From an optimization exercise on the open Yosys and OpenROAD flow, aimed at small area, a short achievable clock period and few clock cycles per item; shortcuts taken in it are not production practice.
In this exercise RTL edits were held to simulation tests only and were not proved equivalent to the original.
Power and IR drop assume default switching activity.

===== run.sh =====
#!/bin/bash
# synth_recipe.tcl (not shown) runs the flow's synth.tcl, then flattens the netlist and writes it again
# the make line also repeats each setting of config.mk as NAME=value (left out here)
make -C /OpenROAD-flow-scripts/flow DESIGN_CONFIG=/design/flow/config.mk WORK_HOME=/design/flow/orfs CLKGATE_MAP_FILE= SYNTH_SCRIPT=/design/flow/synth_recipe.tcl finish

===== config.mk =====
export PLATFORM = sky130hd
export DESIGN_NAME = data_mem_responder
export DESIGN_NICKNAME = data_mem_responder
export VERILOG_FILES = /design/flow/design.v
export SDC_FILE = /design/flow/constraint.sdc
export NUM_CORES = 4
export LEC_CHECK = 0
export CAP_MARGIN = 20
export CORE_MARGIN = 2
export CORE_UTILIZATION = 40
export SLEW_MARGIN = 20

===== constraint.sdc =====
create_clock -name core_clock -period 5.0 [get_ports {clk}]
set_input_delay 1.0000 -clock core_clock [delete_from_list [all_inputs] [get_ports {clk}]]
set_output_delay 1.0000 -clock core_clock [all_outputs]
set_load 0.01 [all_outputs]

===== design.v =====
module data_mem_responder #(
   parameter int DATA_W  = 16,
   parameter int ADDR_W  = 8,
   parameter int DEPTH   = 256,
   parameter int LATENCY = 2
) (
   input  logic              clk,
   input  logic              rst_n,
   input  logic              req_valid,
   output logic              req_ready,
   input  logic              req_write,
   input  logic [ADDR_W-1:0] req_addr,
   input  logic [DATA_W-1:0] req_wdata,
   output logic              rsp_valid,
   input  logic              rsp_ready,
   output logic [DATA_W-1:0] rsp_rdata,
   output logic              rsp_err
);
   localparam logic [1:0] ST_IDLE = 2'd0;
   localparam logic [1:0] ST_WAIT = 2'd1;
   localparam logic [1:0] ST_RESP = 2'd2;
   localparam logic [3:0] CNT_INIT = 4'(LATENCY - 1);
   localparam logic [ADDR_W:0] DEPTH_LIM = (ADDR_W + 1)'(DEPTH);
   localparam int IDX_W = (DEPTH > 1) ? $clog2(DEPTH) : 1;
   logic [1:0]        state;
   logic [1:0]        state_next;
   logic [3:0]        cnt;
   logic              wr_q;
   logic [ADDR_W-1:0] addr_q;
   logic [DATA_W-1:0] wdata_q;
   logic [DATA_W-1:0] mem [DEPTH];
   logic              accept;
   logic              access;
   logic              consume;
   logic              in_range;
   logic [IDX_W-1:0]  idx;
   assign accept   = (state == ST_IDLE) && req_valid && req_ready;
   assign access   = (state == ST_WAIT) && (cnt == 4'd0);
   assign consume  = (state == ST_RESP) && rsp_valid && rsp_ready;
   assign in_range = ({1'b0, addr_q} < DEPTH_LIM);
   assign idx      = addr_q[IDX_W-1:0];
   always_comb begin
      state_next = state;
      case (state)
         ST_IDLE: if (accept)       state_next = ST_WAIT;
         ST_WAIT: if (cnt == 4'd0)  state_next = ST_RESP;
         ST_RESP: if (consume)      state_next = ST_IDLE;
         default:                   state_next = ST_IDLE;
      endcase
   end
   always_ff @(posedge clk or negedge rst_n) begin
      if (!rst_n) begin
         state     <= ST_IDLE;
         req_ready <= 1'b0;
         cnt       <= 4'd0;
         wr_q      <= 1'b0;
         addr_q    <= '0;
         wdata_q   <= '0;
         rsp_valid <= 1'b0;
         rsp_rdata <= '0;
         rsp_err   <= 1'b0;
      end else begin
         state     <= state_next;
         req_ready <= (state_next == ST_IDLE);
         if (accept) begin
            wr_q    <= req_write;
            addr_q  <= req_addr;
            wdata_q <= req_wdata;
            cnt     <= CNT_INIT;
         end else if ((state == ST_WAIT) && (cnt != 4'd0)) begin
            cnt <= cnt - 4'd1;
         end
         if (access) begin
            rsp_valid <= 1'b1;
            if (in_range) begin
               rsp_err   <= 1'b0;
               rsp_rdata <= wr_q ? wdata_q : mem[idx];
            end else begin
               rsp_err   <= 1'b1;
               rsp_rdata <= '0;
            end
         end else if (consume) begin
            rsp_valid <= 1'b0;
            rsp_err   <= 1'b0;
         end
      end
   end
   always_ff @(posedge clk) begin
      if (access && wr_q && in_range) begin
         mem[idx] <= wdata_q;
      end
   end
endmodule

==> metrics.md <==
| Metric | Value |
|---|---|
| Syn nets | 7362 |
| Area share of the largest cell type after synthesis | 0.7706 |
| Slew at the pin closest to its max-slew limit | around 1.2 ns |
| Required time of the critical path | 5.82 ns |
| Tcrit/Tclk final | 0.8990 |
| DRC viols | 0 |
| Crit end category | flip-flop |
| Die extent in y | 635.7 µm |
| Peak supply drop | 0.6541 mV |
| CP cell instances | buf_12, buf_4, mux4_2, nand2_1, a21oi_1, nor4_1, nand4_1, nor3_1, a21oi_1 |
| R2R setup slack | approximately 0.50 ns |
| Max-slew violation count | 0 |
| TritonCTS clock tree | built |
| Cell taking the most area after synthesis | edfxtp_1 |
| Crit path time final | around 4.5 ns |
| Die area | about 400000 µm² |
| Worst-path clk slew | 0.06 ns |
| Crit-path most repeated cell | a21oi_1 |
| Syn avg cell area | about 22 µm² |
| Outcome | no timing/DRC/antenna violations |
| Hold crit path type | in -> async |
| First-pass GRT wire length | 626.3 mm |
| Postcts setup bufs | 0 |
| Seq cells post-synth | 4145 |
| Setup violations, final | 0 |
| GRT Util Overall | 0.2177 |
| Most common cell in the netlist | edfxtp_1 |
| Final Hold Viols | 0 |
| Clock Latency Late Sink | slightly below 1 ns |
| Overflow after GRT | 0 |
| H-tree Lvls | 5 |
| Wirelength per Cell | 33.14 µm |
| Largest net degree at the start of global routing | 182 |
| Crit Path Max Fanout | 28 |
| Worst R2R Start | addr_q[1] |
| Synthesized cell area | approximately 160000 µm² |
| Fin Clk Skew | approximately 0.083 ns |
| WP buf/inv | 2 |
| Detailed-placement wirelength estimate | 274.8 mm |
| # Max-Cap Violations | 0 |
| Post-DR vias/cell | slightly below 6 |
| Leak Pwr | 57.62 nW |
| Share of cells above drive strength 1 | 0.2630 |
| Vias in the first global route | 79.63k |
| Initial antenna violation count | 26 |
| Cells after Synth | 7332 |
| Fmax | 0.2225 GHz |
| Cell row count | roughly 230 |
| Port Buffers | between 40 and 50 |
| Setup_tns | 0 ns |
| Slew Limit Headroom | 0.1863 |
| Post-CTS Resized | 0 |
| Post-synth EDFFs | 4096 |
| Worst r2r dst | rsp_rdata[8] |
| Drt total wl | approximately 450 mm |
| Post-CTS Hold Buffers | 0 |
| Via count | 80.67k |
| Post-synth ARST share | 0.01182 |
| Pwr Total | 107.9 mW |
| Final core utilization | 0.4603 |
| Drt pass-1 iters | 7 |
| Startpoint types | flip-flop |
| Critical Setup Path Class | reg -> reg |
| Final GP Congestion | 0.9655 |
| Initial core utilization | 0.4025 |
| Yosys Warn Count | 1 |
| Power density cells | 591.2 nW/µm² |
| Setup crit end | rsp_rdata[8] |
| Core ar. | 396500 µm² |
| # IOs | 48 |
| Reg2Reg Depth | 9 |
| Worst path top cell family by delay | simple AND/OR/NAND/NOR gates |
| Initial DRC count | ~12k |
| Root Buffer | clkbuf_16 |
| Distinct cells, synth | 72 |
| Crit path arrival time | around 5.3 ns |
| Critical Path Source | addr_q[1] |
| Register area share after synthesis | 0.7783 |
| Max stage delay on crit path | around 0.85 ns |
| Clock net sink count | 4145 |
| Critical path depth in cells | 9 |
| Critical path's slowest cell | dfrtp_4 |
| Unrepaired setup endpoints after global routing | no |
| Clk buf depth | 4 |
| DRT antenna net count | 0 |
| Post-synth top cells | edfxtp_1 (4096), mux4_2 (944), mux2i_1 (388) |
| Die Width | 635.7 µm |
| Layout Nets | 7961 |
| Top cells by area, synth | edfxtp_1 (77%), mux4_2 (13%), mux2i_1 (2.4%), nor2_1 (0.79%), nand2_1 (0.79%) |
| Main synth FF type | edfxtp_1 |
| Inserted Clock Buffers | 413 |
| Layout area overhead | 14.37% |
## power by group
| group | total (mW) | switching (mW) | internal, mW |
|---|---|---|---|
| clock | 30.2 | 13.0 | 17.2 |
| sequential | 45.6 | 1.94 | 43.7 |
| combinational | 32.1 | 21.0 | 11.0 |
## layout by cell type, fill, tap and decap left out, types with 9 or more instances in the layout
cell type,synthesis,final
edfxtp_1,4096,4096
mux4_2,944,944
buf_4,94,505
clkbuf_16,0,421
mux2i_1,388,388
nand2_1,336,330
nor2_1,337,310
o22ai_1,119,119
clkbuf_1,115,112
a32oi_1,101,101
clkinv_1,0,98
a22oi_1,71,71
clkinv_2,0,61
buf_12,0,56
o21ai_0,51,51
nand3_1,50,50
a21oi_1,49,49
clkdlybuf4s50_1,0,45
mux2_2,36,36
bufinv_16,0,32
nor3_1,28,27
nor2_2,0,26
nand4_1,26,26
dfrtp_1,49,26
or3_1,20,20
dfrtp_4,0,20
o22a_1,17,17
clkinvlp_4,0,12
a22o_1,11,11
diode_2,0,10
nor4_1,12,10
a31oi_1,10,10
o21bai_1,10,10
nor2b_1,14,9
o211ai_1,9,9
o221ai_1,9,9
## worst min path at each step
stage	slack [ns]	to	cells after the start
2_1_floorplan	0.46	cnt[0]	1
3_3_place_gp	0.50	cnt[0]	1
3_5_place_dp	0.50	cnt[0]	1
4_1_cts	0.16	wdata_q[13]	2
5_1_grt	0.22	wdata_q[6]	2
6_report	0.20	rsp_valid	2
## stage by stage
step	hold WS, ns	setup WS [ns]	cells	area, µm²
3_3_place_gp	0.5005	0.5745	12756	169400
4_1_cts	0.1589	0.7180	13519	182500
3_5_place_dp	0.5013	0.7382	12757	169400
5_1_grt	0.2198	0.5164	13521	182500
2_1_floorplan	0.4628	1.004	7332	159600
6_report	0.1975	0.5049	13530	182500
## registers in the layout, indices dropped and copies added (netlist names)
| name | count |
|---|---|
| addr_q | 8 |
| cnt | 4 |
| mem | 4096 |
| req_ready | 1 |
| rsp_rdata | 16 |
| rsp_valid | 1 |
| state | 2 |
| wdata_q | 16 |
| wr_q | 1 |
## layer usage
| metal | track usage | vias to the layer above | part of all wire | wire length [µm] |
|---|---|---|---|---|
| met4 | 0.08413 | 12 | 0.043 | 19200 |
| met1 | 0.3036 | 43628 | 0.40 | 177700 |
| li1 | - | 32022 | - | - |
| met2 | 0.3376 | 4204 | 0.46 | 207700 |
| met5 | 0 | - | 0.00013 | 58 |
| met3 | 0.04512 | 805 | 0.098 | 43780 |
## final cells by class
cell class | instances | area (µm²)
Fill cell | 32733 | 214000
Sequential cell | 4145 | 124300
Antenna cell | 10 | 25.02
Inverter | 7 | 41.29
Clock inverter | 221 | 1992
Tap cell | 5242 | 6559
Timing Repair Buffer | 608 | 5395
Multi-Input combinational cell | 2756 | 33160
Clock buffer | 541 | 11070
## kinds of logic after synthesis
family	count (synthesis)	share of synthesized area
buf+inv	431	0.01488
mux	1368	0.1601
xor+xnor	2	0.0001098
simple gates	881	0.02409
other cells	1	0.00002349
fa+ha+maj	1	0.00007838
flops	4145	0.7783
compound gates	503	0.02245
Testbench counts, summed over its fixed seeds: cycles 40,960, items 10,240.

## static timing again, ports no longer ideal
How much do the figures lean on ideal ports? The routed layout below was timed once more, with nothing changed but the port constraints. Step 1 sets driving cells, clkbuf_16 on the clock port and buf_2 on the other inputs (assumed; they add their load-dependent delay and slew). Step 2 also shifts input and output timing later by t, the mid clock arrival at the registers, as if the neighbouring blocks saw the same clock. a / b / c = no drivers / after step 1 / after step 2; a / b = the first two.
shift t [ns]: 1.056
slack for setup (ns): 0.505 / 0.505 / 0.505
worst setup path at the end: register to register
slew at the worst register clock pin (ns): 0.07 / 0.07
pins driven straight from the clock port: 1
After both steps setup and hold are still met in this run. For this run, drivers alone change the setup slack by 0.000 ns; drivers and shift together by 0.000 ns.
